From an optimization exercise on the open Yosys and OpenROAD flow, aimed at small area, a short achievable clock period and few clock cycles per item; shortcuts taken in it are not production practice. Function was checked by simulation only, so behaviour that the tests miss may differ from the original.

==> design/flow/design.v <==
package segi_pkg;
  localparam int COORD_W        = 16;
  localparam int OUT_W          = 20;
  localparam int CNT_OUT_W      = 9;
  localparam int BOUND_W        = 12;
  localparam int CFG_IDX_W      = 4;
  localparam int CFG_DATA_W     = 12;
  localparam int MAX_POINTS_DEF = 64;
  localparam int FRAC_BITS_DEF  = 4;
  localparam int NEAR_PIXELS    = 15;
  localparam int DIFF_W         = COORD_W + 1;
  localparam int MUL_W          = 19;
  localparam int PROD_W         = 2 * MUL_W;
  localparam int ACC_W          = 36;
  localparam int NUM_W          = 53;
  localparam int LO_SPLIT       = 18;
  localparam int ENTRY_W        = 32;
  localparam logic [BOUND_W-1:0] WIDTH_RST  = 12'd640;
  localparam logic [BOUND_W-1:0] HEIGHT_RST = 12'd480;
  localparam logic [CFG_IDX_W-1:0] REG_WIDTH  = 4'd0;
  localparam logic [CFG_IDX_W-1:0] REG_HEIGHT = 4'd1;
  localparam logic CMD_TEST  = 1'b0;
  localparam logic CMD_CLEAR = 1'b1;
  typedef struct packed {
    logic                      cmd;
    logic signed [COORD_W-1:0] a_start_x;
    logic signed [COORD_W-1:0] a_start_y;
    logic signed [COORD_W-1:0] a_end_x;
    logic signed [COORD_W-1:0] a_end_y;
    logic signed [COORD_W-1:0] b_start_x;
    logic signed [COORD_W-1:0] b_start_y;
    logic signed [COORD_W-1:0] b_end_x;
    logic signed [COORD_W-1:0] b_end_y;
  } in_item_t;
  typedef struct packed {
    logic                    hit;
    logic                    in_bounds;
    logic                    stored;
    logic                    table_full;
    logic signed [OUT_W-1:0] point_x;
    logic signed [OUT_W-1:0] point_y;
    logic [CNT_OUT_W-1:0]    point_count;
  } out_item_t;
endpackage
module segi_mul (
  input  logic                              clk,
  input  logic signed [segi_pkg::MUL_W-1:0] mul_a,
  input  logic signed [segi_pkg::MUL_W-1:0] mul_b,
  output logic signed [segi_pkg::PROD_W-1:0] prod_r
);
  always_ff @(posedge clk) begin
    prod_r <= mul_a * mul_b;
  end
endmodule
module segi_div #(
  parameter int NW = 64,
  parameter int DW = 37
) (
  input  logic          clk,
  input  logic          rst_n,
  input  logic          start,
  input  logic [NW-1:0] num,
  input  logic [DW-1:0] den,
  output logic          done_r,
  output logic [NW-1:0] quo_r
);
  localparam int CW = $clog2(NW + 1);
  logic [DW-1:0] rem_r;
  logic [DW-1:0] den_r;
  logic [CW-1:0] cnt_r;
  logic          busy_r;
  logic [DW:0]   rem_sh;
  logic          ge;
  logic [DW:0]   diff;
  always_comb begin
    rem_sh = {rem_r, quo_r[NW-1]};
    ge     = rem_sh >= {1'b0, den_r};
    diff   = rem_sh - {1'b0, den_r};
  end
  always_ff @(posedge clk) begin
    if (!rst_n) begin
      busy_r <= 1'b0;
      done_r <= 1'b0;
      cnt_r  <= '0;
    end else begin
      done_r <= 1'b0;
      if (start) begin
        busy_r <= 1'b1;
        cnt_r  <= '0;
      end else if (busy_r) begin
        cnt_r <= cnt_r + 1'b1;
        if (cnt_r == CW'(NW - 1)) begin
          busy_r <= 1'b0;
          done_r <= 1'b1;
        end
      end
    end
  end
  always_ff @(posedge clk) begin
    if (start) begin
      quo_r <= num;
      rem_r <= '0;
      den_r <= den;
    end else if (busy_r) begin
      rem_r <= ge ? diff[DW-1:0] : rem_sh[DW-1:0];
      quo_r <= {quo_r[NW-2:0], ge};
    end
  end
endmodule
module segi_ptab #(
  parameter int DEPTH = 256,
  parameter int AW    = 8
) (
  input  logic                             clk,
  input  logic                             we,
  input  logic [AW-1:0]                    waddr,
  input  logic [segi_pkg::ENTRY_W-1:0]     wdata,
  input  logic                             re,
  input  logic [AW-1:0]                    raddr,
  output logic [segi_pkg::ENTRY_W-1:0]     rdata_r
);
  logic [segi_pkg::ENTRY_W-1:0] mem [DEPTH];
  always_ff @(posedge clk) begin
    if (we) begin
      mem[waddr] <= wdata;
    end
    if (re) begin
      rdata_r <= mem[raddr];
    end
  end
endmodule
module segment_intersect_dedup #(
  parameter int MAX_POINTS = segi_pkg::MAX_POINTS_DEF,
  parameter int FRAC_BITS  = segi_pkg::FRAC_BITS_DEF
) (
  input  logic                                clk,
  input  logic                                rst_n,
  input  logic                                in_valid,
  output logic                                in_stall,
  input  logic [128:0]                        in_data,
  output logic                                out_valid,
  input  logic                                out_stall,
  output logic [52:0]                         out_data,
  input  logic                                cfg_valid,
  output logic                                cfg_ready,
  input  logic [segi_pkg::CFG_IDX_W-1:0]      cfg_index,
  input  logic [segi_pkg::CFG_DATA_W-1:0]     cfg_data
);
  segi_pkg::in_item_t  in_s;
  assign in_s = in_data;
  localparam int CNT_W = $clog2(MAX_POINTS + 1);
  localparam int AW    = (MAX_POINTS > 1) ? $clog2(MAX_POINTS) : 1;
  localparam int NW    = segi_pkg::NUM_W + FRAC_BITS + 2;
  localparam int DW    = segi_pkg::ACC_W + 1;
  localparam int PW    = NW + 1;
  localparam int CW    = ((segi_pkg::OUT_W > segi_pkg::BOUND_W + FRAC_BITS) ?
                          segi_pkg::OUT_W : segi_pkg::BOUND_W + FRAC_BITS) + 1;
  localparam int AC    = segi_pkg::ACC_W;
  localparam int NU    = segi_pkg::NUM_W;
  localparam int OW    = segi_pkg::OUT_W;
  localparam int DFW   = segi_pkg::DIFF_W;
  localparam int COW   = segi_pkg::CNT_OUT_W;
  localparam logic signed [PW-1:0] SAT_HI = PW'((2 ** (segi_pkg::OUT_W - 1)) - 1);
  localparam logic signed [PW-1:0] SAT_LO = -SAT_HI - PW'(1);
  localparam logic signed [CW-1:0] NEAR_LIM = CW'(segi_pkg::NEAR_PIXELS * (2 ** FRAC_BITS));
  typedef enum logic [8:0] {
    ST_IDLE  = 9'b000000001,
    ST_MUL   = 9'b000000010,
    ST_TEST  = 9'b000000100,
    ST_DIVX  = 9'b000001000,
    ST_DIVY  = 9'b000010000,
    ST_BOUND = 9'b000100000,
    ST_WALK  = 9'b001000000,
    ST_DONE  = 9'b010000000,
    ST_SPARE = 9'b100000000
  } state_t;
  localparam logic [3:0] STEP_LAST = 4'd11;
  state_t state_r, state_nxt;
  logic [3:0] step_r, step_nxt;
  logic signed [segi_pkg::DIFF_W-1:0]  s1x_r, s1y_r, s2x_r, s2y_r, dx_r, dy_r;
  logic signed [segi_pkg::COORD_W-1:0] a0x_r, a0y_r;
  logic signed [AC-1:0] den_r, den_nxt, sn_r, sn_nxt, tn_r, tn_nxt;
  logic signed [NU-1:0] nx_r, nx_nxt, ny_r, ny_nxt;
  logic hit_r, hit_nxt, inb_r, inb_nxt, sto_r, sto_nxt, full_r, full_nxt;
  logic signed [OW-1:0] px_r, px_nxt, py_r, py_nxt;
  logic [CNT_W-1:0] total_r, total_nxt, idx_r, idx_nxt;
  logic             pend_r, pend_nxt;
  logic [segi_pkg::BOUND_W-1:0] width_r, height_r;
  logic             out_valid_r, out_valid_nxt;
  segi_pkg::out_item_t out_data_r, out_data_nxt;
  logic in_acc;
  logic signed [segi_pkg::MUL_W-1:0]  mul_a, mul_b;
  logic signed [segi_pkg::PROD_W-1:0] prod_r;
  logic signed [AC-1:0] prod_acc;
  logic signed [NU-1:0] prod_num;
  logic          div_start, div_done;
  logic [NW-1:0] div_num, div_quo;
  logic [DW-1:0] div_den;
  logic [AC-1:0] den_abs;
  logic [NU-1:0] nsel_abs;
  logic signed [NU-1:0] nsel;
  logic          tab_we, tab_re;
  logic [segi_pkg::ENTRY_W-1:0] tab_rdata;
  logic signed [CW-1:0] pxe, pye, dqx, dqy, wlim, hlim;
  logic          near, walk_end, is_hit;
  function automatic logic signed [segi_pkg::DIFF_W-1:0] DIFF_EXT(
    input logic signed [segi_pkg::COORD_W-1:0] v);
    DIFF_EXT = v;
  endfunction
  function automatic logic ratio_ok(input logic signed [AC-1:0] num, input logic signed [AC-1:0] den);
    if (den > 0) begin
      ratio_ok = (num >= 0) && (num <= den);
    end else begin
      ratio_ok = (num <= 0) && (num >= den);
    end
  endfunction
  function automatic logic signed [OW-1:0] make_pt(input logic signed [segi_pkg::COORD_W-1:0] a0,
                                                   input logic [NW-1:0] q, input logic neg);
    logic signed [PW-1:0] base;
    logic signed [PW-1:0] qs;
    logic signed [PW-1:0] sum;
    base = PW'(a0) <<< FRAC_BITS;
    qs   = signed'({1'b0, q});
    if (neg) begin
      qs = -qs;
    end
    sum = base + qs;
    if (sum > SAT_HI) begin
      sum = SAT_HI;
    end else if (sum < SAT_LO) begin
      sum = SAT_LO;
    end
    make_pt = sum[OW-1:0];
  endfunction
  assign in_stall  = (state_r != ST_IDLE);
  assign in_acc    = in_valid && !in_stall;
  assign cfg_ready = 1'b1;
  assign out_valid = out_valid_r;
  assign out_data  = out_data_r;
  segi_mul u_mul (
    .clk    (clk),
    .mul_a  (mul_a),
    .mul_b  (mul_b),
    .prod_r (prod_r)
  );
  segi_div #(.NW(NW), .DW(DW)) u_div (
    .clk    (clk),
    .rst_n  (rst_n),
    .start  (div_start),
    .num    (div_num),
    .den    (div_den),
    .done_r (div_done),
    .quo_r  (div_quo)
  );
  segi_ptab #(.DEPTH(MAX_POINTS), .AW(AW)) u_ptab (
    .clk     (clk),
    .we      (tab_we),
    .waddr   (total_r[AW-1:0]),
    .wdata   ({px_r[15:0], py_r[15:0]} == '0 ? '0 : {py_r[15:0], px_r[15:0]}),
    .re      (tab_re),
    .raddr   (idx_r[AW-1:0]),
    .rdata_r (tab_rdata)
  );
  always_comb begin
    mul_a = '0;
    mul_b = '0;
    unique case (step_r)
      4'd0: begin mul_a = 19'(s1x_r); mul_b = 19'(s2y_r); end
      4'd1: begin mul_a = 19'(s2x_r); mul_b = 19'(s1y_r); end
      4'd2: begin mul_a = 19'(s1x_r); mul_b = 19'(dy_r); end
      4'd3: begin mul_a = 19'(s1y_r); mul_b = 19'(dx_r); end
      4'd4: begin mul_a = 19'(s2x_r); mul_b = 19'(dy_r); end
      4'd5: begin mul_a = 19'(s2y_r); mul_b = 19'(dx_r); end
      4'd7: begin mul_a = signed'({1'b0, tn_r[segi_pkg::LO_SPLIT-1:0]});
                  mul_b = 19'(s1x_r); end
      4'd8: begin mul_a = 19'(signed'(tn_r[AC-1:segi_pkg::LO_SPLIT]));
                  mul_b = 19'(s1x_r); end
      4'd9: begin mul_a = signed'({1'b0, tn_r[segi_pkg::LO_SPLIT-1:0]});
                  mul_b = 19'(s1y_r); end
      4'd10: begin mul_a = 19'(signed'(tn_r[AC-1:segi_pkg::LO_SPLIT]));
                   mul_b = 19'(s1y_r); end
      default: begin mul_a = '0; mul_b = '0; end
    endcase
  end
  assign prod_acc = prod_r[AC-1:0];
  assign prod_num = NU'(prod_r);
  assign nsel     = (state_r == ST_TEST) ? nx_r : ny_r;
  assign nsel_abs = nsel[NU-1] ? NU'(-nsel) : NU'(nsel);
  assign den_abs  = den_r[AC-1] ? AC'(-den_r) : AC'(den_r);
  assign div_num  = ((NW'(nsel_abs) << FRAC_BITS) << 1) + NW'(den_abs);
  assign div_den  = {den_abs, 1'b0};
  assign is_hit   = (den_r != '0) && ratio_ok(sn_r, den_r) && ratio_ok(tn_r, den_r);
  assign pxe  = CW'(px_r);
  assign pye  = CW'(py_r);
  assign wlim = signed'(CW'(width_r) << FRAC_BITS);
  assign hlim = signed'(CW'(height_r) << FRAC_BITS);
  assign dqx  = pxe - signed'(CW'(tab_rdata[15:0]));
  assign dqy  = pye - signed'(CW'(tab_rdata[31:16]));
  assign near = (dqx < NEAR_LIM) && (dqx > -NEAR_LIM) &&
                (dqy < NEAR_LIM) && (dqy > -NEAR_LIM);
  assign walk_end = !(pend_r && near) && (idx_r >= total_r);
  always_comb begin
    state_nxt     = state_r;
    step_nxt      = step_r;
    den_nxt       = den_r;
    sn_nxt        = sn_r;
    tn_nxt        = tn_r;
    nx_nxt        = nx_r;
    ny_nxt        = ny_r;
    hit_nxt       = hit_r;
    inb_nxt       = inb_r;
    sto_nxt       = sto_r;
    full_nxt      = full_r;
    px_nxt        = px_r;
    py_nxt        = py_r;
    total_nxt     = total_r;
    idx_nxt       = idx_r;
    pend_nxt      = pend_r;
    out_valid_nxt = out_valid_r && out_stall;
    out_data_nxt  = out_data_r;
    div_start     = 1'b0;
    tab_we        = 1'b0;
    tab_re        = 1'b0;
    unique case (state_r)
      ST_IDLE: begin
        if (in_acc) begin
          hit_nxt  = 1'b0;
          inb_nxt  = 1'b0;
          sto_nxt  = 1'b0;
          full_nxt = 1'b0;
          px_nxt   = '0;
          py_nxt   = '0;
          step_nxt = '0;
          if (in_s.cmd == segi_pkg::CMD_CLEAR) begin
            total_nxt = '0;
            state_nxt = ST_DONE;
          end else begin
            state_nxt = ST_MUL;
          end
        end
      end
      ST_MUL: begin
        unique case (step_r)
          4'd1:  den_nxt = prod_acc;
          4'd2:  den_nxt = den_r - prod_acc;
          4'd3:  sn_nxt  = prod_acc;
          4'd4:  sn_nxt  = sn_r - prod_acc;
          4'd5:  tn_nxt  = prod_acc;
          4'd6:  tn_nxt  = tn_r - prod_acc;
          4'd8:  nx_nxt  = prod_num;
          4'd9:  nx_nxt  = nx_r + (prod_num <<< segi_pkg::LO_SPLIT);
          4'd10: ny_nxt  = prod_num;
          4'd11: ny_nxt  = ny_r + (prod_num <<< segi_pkg::LO_SPLIT);
          default: ;
        endcase
        step_nxt = step_r + 1'b1;
        if (step_r == STEP_LAST) begin
          state_nxt = ST_TEST;
        end
      end
      ST_TEST: begin
        if (is_hit) begin
          hit_nxt   = 1'b1;
          div_start = 1'b1;
          state_nxt = ST_DIVX;
        end else begin
          state_nxt = ST_DONE;
        end
      end
      ST_DIVX: begin
        if (div_done) begin
          px_nxt    = make_pt(a0x_r, div_quo, nx_r[NU-1] ^ den_r[AC-1]);
          div_start = 1'b1;
          state_nxt = ST_DIVY;
        end
      end
      ST_DIVY: begin
        if (div_done) begin
          py_nxt    = make_pt(a0y_r, div_quo, ny_r[NU-1] ^ den_r[AC-1]);
          state_nxt = ST_BOUND;
        end
      end
      ST_BOUND: begin
        idx_nxt  = '0;
        pend_nxt = 1'b0;
        if ((pxe > 0) && (pye > 0) && (pxe <= wlim) && (pye <= hlim)) begin
          inb_nxt   = 1'b1;
          state_nxt = ST_WALK;
        end else begin
          state_nxt = ST_DONE;
        end
      end
      ST_WALK: begin
        if (pend_r && near) begin
          state_nxt = ST_DONE;
        end else if (walk_end) begin
          if (total_r < CNT_W'(MAX_POINTS)) begin
            tab_we    = 1'b1;
            total_nxt = total_r + 1'b1;
            sto_nxt   = 1'b1;
          end else begin
            full_nxt = 1'b1;
          end
          state_nxt = ST_DONE;
        end else begin
          pend_nxt = idx_r < total_r;
          if (idx_r < total_r) begin
            tab_re  = 1'b1;
            idx_nxt = idx_r + 1'b1;
          end
        end
      end
      ST_DONE: begin
        if (!out_valid_r || !out_stall) begin
          out_valid_nxt            = 1'b1;
          out_data_nxt.hit         = hit_r;
          out_data_nxt.in_bounds   = inb_r;
          out_data_nxt.stored      = sto_r;
          out_data_nxt.table_full  = full_r;
          out_data_nxt.point_x     = px_r;
          out_data_nxt.point_y     = py_r;
          out_data_nxt.point_count = total_r;
          state_nxt                = ST_IDLE;
        end
      end
      default: state_nxt = ST_IDLE;
    endcase
  end
  always_ff @(posedge clk) begin
    if (!rst_n) begin
      state_r     <= ST_IDLE;
      step_r      <= '0;
      total_r     <= '0;
      idx_r       <= '0;
      pend_r      <= 1'b0;
      out_valid_r <= 1'b0;
      width_r     <= segi_pkg::WIDTH_RST;
      height_r    <= segi_pkg::HEIGHT_RST;
    end else begin
      state_r     <= state_nxt;
      step_r      <= step_nxt;
      total_r     <= total_nxt;
      idx_r       <= idx_nxt;
      pend_r      <= pend_nxt;
      out_valid_r <= out_valid_nxt;
      if (cfg_valid && cfg_ready) begin
        if (cfg_index == segi_pkg::REG_WIDTH) begin
          width_r <= cfg_data;
        end else if (cfg_index == segi_pkg::REG_HEIGHT) begin
          height_r <= cfg_data;
        end
      end
    end
  end
  always_ff @(posedge clk) begin
    if (in_acc) begin
      s1x_r <= DIFF_EXT(in_s.a_end_x) - DIFF_EXT(in_s.a_start_x);
      s1y_r <= DIFF_EXT(in_s.a_end_y) - DIFF_EXT(in_s.a_start_y);
      s2x_r <= DIFF_EXT(in_s.b_end_x) - DIFF_EXT(in_s.b_start_x);
      s2y_r <= DIFF_EXT(in_s.b_end_y) - DIFF_EXT(in_s.b_start_y);
      dx_r  <= DIFF_EXT(in_s.a_start_x) - DIFF_EXT(in_s.b_start_x);
      dy_r  <= DIFF_EXT(in_s.a_start_y) - DIFF_EXT(in_s.b_start_y);
      a0x_r <= in_s.a_start_x;
      a0y_r <= in_s.a_start_y;
    end
    den_r      <= den_nxt;
    sn_r       <= sn_nxt;
    tn_r       <= tn_nxt;
    nx_r       <= nx_nxt;
    ny_r       <= ny_nxt;
    hit_r      <= hit_nxt;
    inb_r      <= inb_nxt;
    sto_r      <= sto_nxt;
    full_r     <= full_nxt;
    px_r       <= px_nxt;
    py_r       <= py_nxt;
    out_data_r <= out_data_nxt;
  end
endmodule
==> design/flow/run.sh <==
#!/bin/bash
# synth_recipe.tcl (not shown) runs the flow's synth.tcl, then flattens the netlist and writes it again
# the make line also repeats each setting of config.mk as NAME=value (left out here)
make -C /OpenROAD-flow-scripts/flow DESIGN_CONFIG=/design/flow/config.mk WORK_HOME=/design/flow/orfs CLKGATE_MAP_FILE= SYNTH_SCRIPT=/design/flow/synth_recipe.tcl finish
==> design/flow/config.mk <==
export PLATFORM = sky130hd
export DESIGN_NAME = segment_intersect_dedup
export DESIGN_NICKNAME = segment_intersect_dedup
export VERILOG_FILES = /design/flow/design.v
export SDC_FILE = /design/flow/constraint.sdc
export NUM_CORES = 4
export LEC_CHECK = 0
export CAP_MARGIN = 20
export CORE_MARGIN = 2
export CORE_UTILIZATION = 40
export SLEW_MARGIN = 20
==> design/flow/constraint.sdc <==
create_clock -name core_clock -period 11.0 [get_ports {clk}]
set_input_delay 2.2000 -clock core_clock [delete_from_list [all_inputs] [get_ports {clk}]]
set_output_delay 2.2000 -clock core_clock [all_outputs]
set_load 0.01 [all_outputs]
==> run summary <==
[area by class of cell]
cell class,instances,area [um^2],area share
Antenna cell,9,22.5,0.000132
Tap cell,4994,6250,0.0367
Clock inverter,190,2170,0.0128
Inverter,864,3250,0.0191
Clock buffer,373,8110,0.0477
Sequential cell,2753,81300,0.478
Timing Repair Buffer,459,4010,0.0236
Multi-Input combinational cell,7237,64900,0.382
[registers in the layout, indices dropped and copies added, names as in the netlist, 37 cells and up]
name,cells
u_div.rem_r,37
u_div.quo_r,59
out_data_r,51
nx_r,53
u_mul.prod_r,38
ny_r,53
u_ptab.mem,2048
[metal layers]
| layer | up-vias | share of wire |
|---|---|---|
| met5 | - | 0.00011 |
| met4 | 8 | 0.051 |
| met3 | 815 | 0.063 |
| met2 | 3966 | 0.48 |
| met1 | 50788 | 0.40 |
| li1 | 43323 | - |
[placed cells by master (no fill, tap or decap), types with 44 or more instances in the layout]
cell,netlist,routed
sky130_fd_sc_hd__a211oi_1,118,117
sky130_fd_sc_hd__a21boi_0,83,83
sky130_fd_sc_hd__a21o_1,200,200
sky130_fd_sc_hd__a21oi_1,474,470
sky130_fd_sc_hd__a31oi_1,48,48
sky130_fd_sc_hd__and2_1,53,52
sky130_fd_sc_hd__and3_1,59,59
sky130_fd_sc_hd__buf_4,7,249
sky130_fd_sc_hd__clkbuf_1,350,55
sky130_fd_sc_hd__clkbuf_16,0,313
sky130_fd_sc_hd__clkdlybuf4s50_1,0,201
sky130_fd_sc_hd__clkinv_1,4,59
sky130_fd_sc_hd__clkinv_2,0,44
sky130_fd_sc_hd__dfxtp_1,135,128
sky130_fd_sc_hd__edfxtp_1,2618,2618
sky130_fd_sc_hd__fa_1,384,384
sky130_fd_sc_hd__ha_1,705,705
sky130_fd_sc_hd__inv_1,858,855
sky130_fd_sc_hd__mux2i_1,104,103
sky130_fd_sc_hd__mux4_2,672,672
sky130_fd_sc_hd__nand2_1,880,876
sky130_fd_sc_hd__nand2b_1,103,102
sky130_fd_sc_hd__nand3_1,126,126
sky130_fd_sc_hd__nand4_1,97,97
sky130_fd_sc_hd__nor2_1,799,732
sky130_fd_sc_hd__nor2_4,0,66
sky130_fd_sc_hd__nor2b_1,85,85
sky130_fd_sc_hd__nor3_1,163,161
sky130_fd_sc_hd__nor4_1,87,85
sky130_fd_sc_hd__o211ai_1,48,48
sky130_fd_sc_hd__o21a_1,75,75
sky130_fd_sc_hd__o21ai_0,491,491
sky130_fd_sc_hd__o31ai_1,92,91
sky130_fd_sc_hd__or3_1,78,78
sky130_fd_sc_hd__xnor2_1,321,319
sky130_fd_sc_hd__xor2_1,243,241
[synth_stat cells, drive strengths merged (103+ instances only)]
| cell | number |
|---|---|
| edfxtp | 2618 |
| nand2 | 880 |
| inv | 860 |
| nor2 | 800 |
| ha | 705 |
| mux4 | 672 |
| o21ai | 516 |
| a21oi | 475 |
| fa | 384 |
| clkbuf | 351 |
| xnor2 | 321 |
| xor2 | 243 |
| a21o | 200 |
| nor3 | 165 |
| dfxtp | 135 |
| nand3 | 128 |
| a211oi | 119 |
| mux2i | 104 |
| nand2b | 103 |
[cells by family after synthesis]
| family | after synthesis | share of synthesized area |
|---|---|---|
| other | 2 | 0.0000499 |
| AOI/OAI and AO/OA | 2063 | 0.0899 |
| adders and majority gates | 1089 | 0.110 |
| DFF | 2753 | 0.540 |
| buffers and inverters | 1312 | 0.0332 |
| xor gates and xnor gates | 564 | 0.0328 |
| and+or+nand+nor | 2721 | 0.0854 |
| muxes | 797 | 0.109 |
[stage by stage]
stage	area, um^2	setup WS, ns	utilization
after floorplan	151000	2.01	-
after global placement	160000	0.908	0.426
after detailed placement	160000	0.855	0.426
after CTS	170000	0.795	0.453
after global routing	170000	0.161	0.453
final	170000	0.834	0.453
[how the worst min path moves through the flow]
stage / from / end / slack [ns]
global placement: hit_r / out_data_r[52] / 0.40
finish: hit_r / out_data_r[52] / 0.42
floorplan: full_r / out_data_r[49] / 0.40
detailed placement: hit_r / out_data_r[52] / 0.40
CTS: hit_r / out_data_r[52] / 0.42
global route: hit_r / out_data_r[52] / 0.44
==> impl_metrics.json <==
{
  "cts.root.buffer_cell": "sky130_fd_sc_hd__clkbuf_16",
  "detail-route-antenna-nets": 0,
  "clk_latency_ns": 0.94,
  "synthesis.area_per_instance_um2": 13.3,
  "path_class": "flop to flop",
  "r2r_slack_ns": 0.83,
  "place.detailed.hpwl_um": 346000,
  "synth_top_area_frac": 0.522,
  "met1_usage": 0.332,
  "dp_cells": 16305,
  "synth_flop_cell": "sky130_fd_sc_hd__edfxtp_1",
  "hold_depth": 0,
  "outcome": "complete, no violations",
  "maxCapViolCount": 0,
  "fraction_of_final_layout_cells_sized_beyond_drive_strength_1": 0.133,
  "design.die.area_mm2": 0.381,
  "yosys.cell_types.count": 114,
  "chipWidth_um": 618,
  "ys_ff_latch": 2753,
  "arrival_ns": 10.92,
  "floorplan.rows": 225,
  "worstMarginPinSlew_ns": 1.09,
  "global_route.usage.met3": 0.0299,
  "core-area_mm2": 0.375,
  "critPathRequiredTime_ns": 11.75,
  "cts_resized": 0,
  "synth_async_sr_flop_share": 0,
  "reg2reg_from": "step_r[2]",
  "cts_post_setup_buffers_inserted": 0,
  "timing.critical_path.slowest_stage_cell": "sky130_fd_sc_hd__nand2_1",
  "rsz0062_at_grt": "false",
  "edff_count_synth": 2618,
  "cts.hold.buffers_added": 0,
  "critical_path.max_fanout": 17,
  "timing.critical_path.buf_inv": 7,
  "post_synth_main_area_contributors": "sky130_fd_sc_hd__edfxtp_1, sky130_fd_sc_hd__mux4_2, sky130_fd_sc_hd__ha_1",
  "finish.cell_count_without_fillers": 16879,
  "ctsHtreeMaxLevel": 5,
  "num_io_pins": 206,
  "wl_um": 488000,
  "flow.area_growth_from_synthesis_pct": 12.9,
  "timing.critical_path.from_type": "flop",
  "synth_top_cell_by_area": "sky130_fd_sc_hd__edfxtp_1",
  "remaining_drc_errors": 0,
  "floorplan.initialDensity": 0.401,
  "grt_pass1_wl_um": 697000,
  "vias": 98900,
  "tritonroute_pass_1_iters": 8,
  "clkSlewWorstSetupHoldPaths_ns": 0.06,
  "worstRegToRegCells": 35,
  "layout.filler_cells": 33110,
  "synth_warnings": 4,
  "overall_die_height_um": 618,
  "layout_worst_path_cycle_share": 0.924,
  "startpoint": "step_r[2]",
  "numCtsBuffers": 306,
  "gr-usage-all-layers": 0.252,
  "worst_clk_skew_ns": 0.0717,
  "global_route.peak_usage_layer": "met2",
  "grt-ovfl-total": 0,
  "design.final.nets": 12860,
  "hold_class": "flop to flop",
  "syn_area_mm2": 0.151,
  "critical_path.endpoint_type": "flop",
  "path_common_cell": "sky130_fd_sc_hd__inv_1",
  "met2_usage": 0.419,
  "grt_antenna_before_repair": 23,
  "cts_max_path_buffers": 4,
  "timing.final.setup_violations": 0,
  "worst_slew_slack_as_a_fraction_of_its_limit": 0.273,
  "gp_congestion": 0.986,
  "slew_viol_final": 0,
  "port-buffer-count": 202,
  "critical_path.top_delay_family": "adder cells",
  "clock_sink_count": 2753,
  "netlist_instances": 11301,
  "critical_path_depth": 35,
  "synth.yosys.seq_area_share": 0.540,
  "totalNegativeSetupSlack_ns": 0,
  "tritoncts": "built",
  "hold_viol": 0,
  "reg2reg_capture_point": "u_mul.prod_r[35]",
  "max_freq_mhz": 98.4,
  "route.detailed.vias_per_inst": 5.86,
  "period_minus_slack_ns": 10.17,
  "grt_start_max_net_pins": 120,
  "endpoint": "u_mul.prod_r[35]",
  "drt-wirelength-per-cell_um": 28.9,
  "final_worst_hold_slack_ns": 0.418,
  "dr.first_iter.drc_count": 10861,
  "grt_pass1_vias": 97890,
  "critPathMaxStageDelay_ns": 0.59
}
Testbench counts, summed over its fixed seeds: cycles 630,351, items 4,800.

==> port drivers added, routing unchanged <==
The flow's constraints put no driver on any port. The routed layout listed below was extracted and timed again, unchanged, in two steps.
Step 1 assumes that a clkbuf_16 drives the clock port and a buf_2 every other input.
Step 2 moves the port delays by t, midway between the first and last clock arrival at a register: inputs arrive t later, outputs are due t later. That takes back most of the time a late clock gives input paths.
Three values: ideal, step 1, step 2; two values: the first two.
t (ns): 0.995
slack for setup (ns): 0.834 / 0.834 / 0.834
hold WS [ns]: 0.418 / 0.418 / 0.418
worst setup path at the end: register to register
worst register clock-pin slew, ns: 0.07 / 0.07
After both steps setup and hold are still met in this run. The setup slack of this run moves by 0.000 ns with the drivers and by 0.000 ns with both steps.
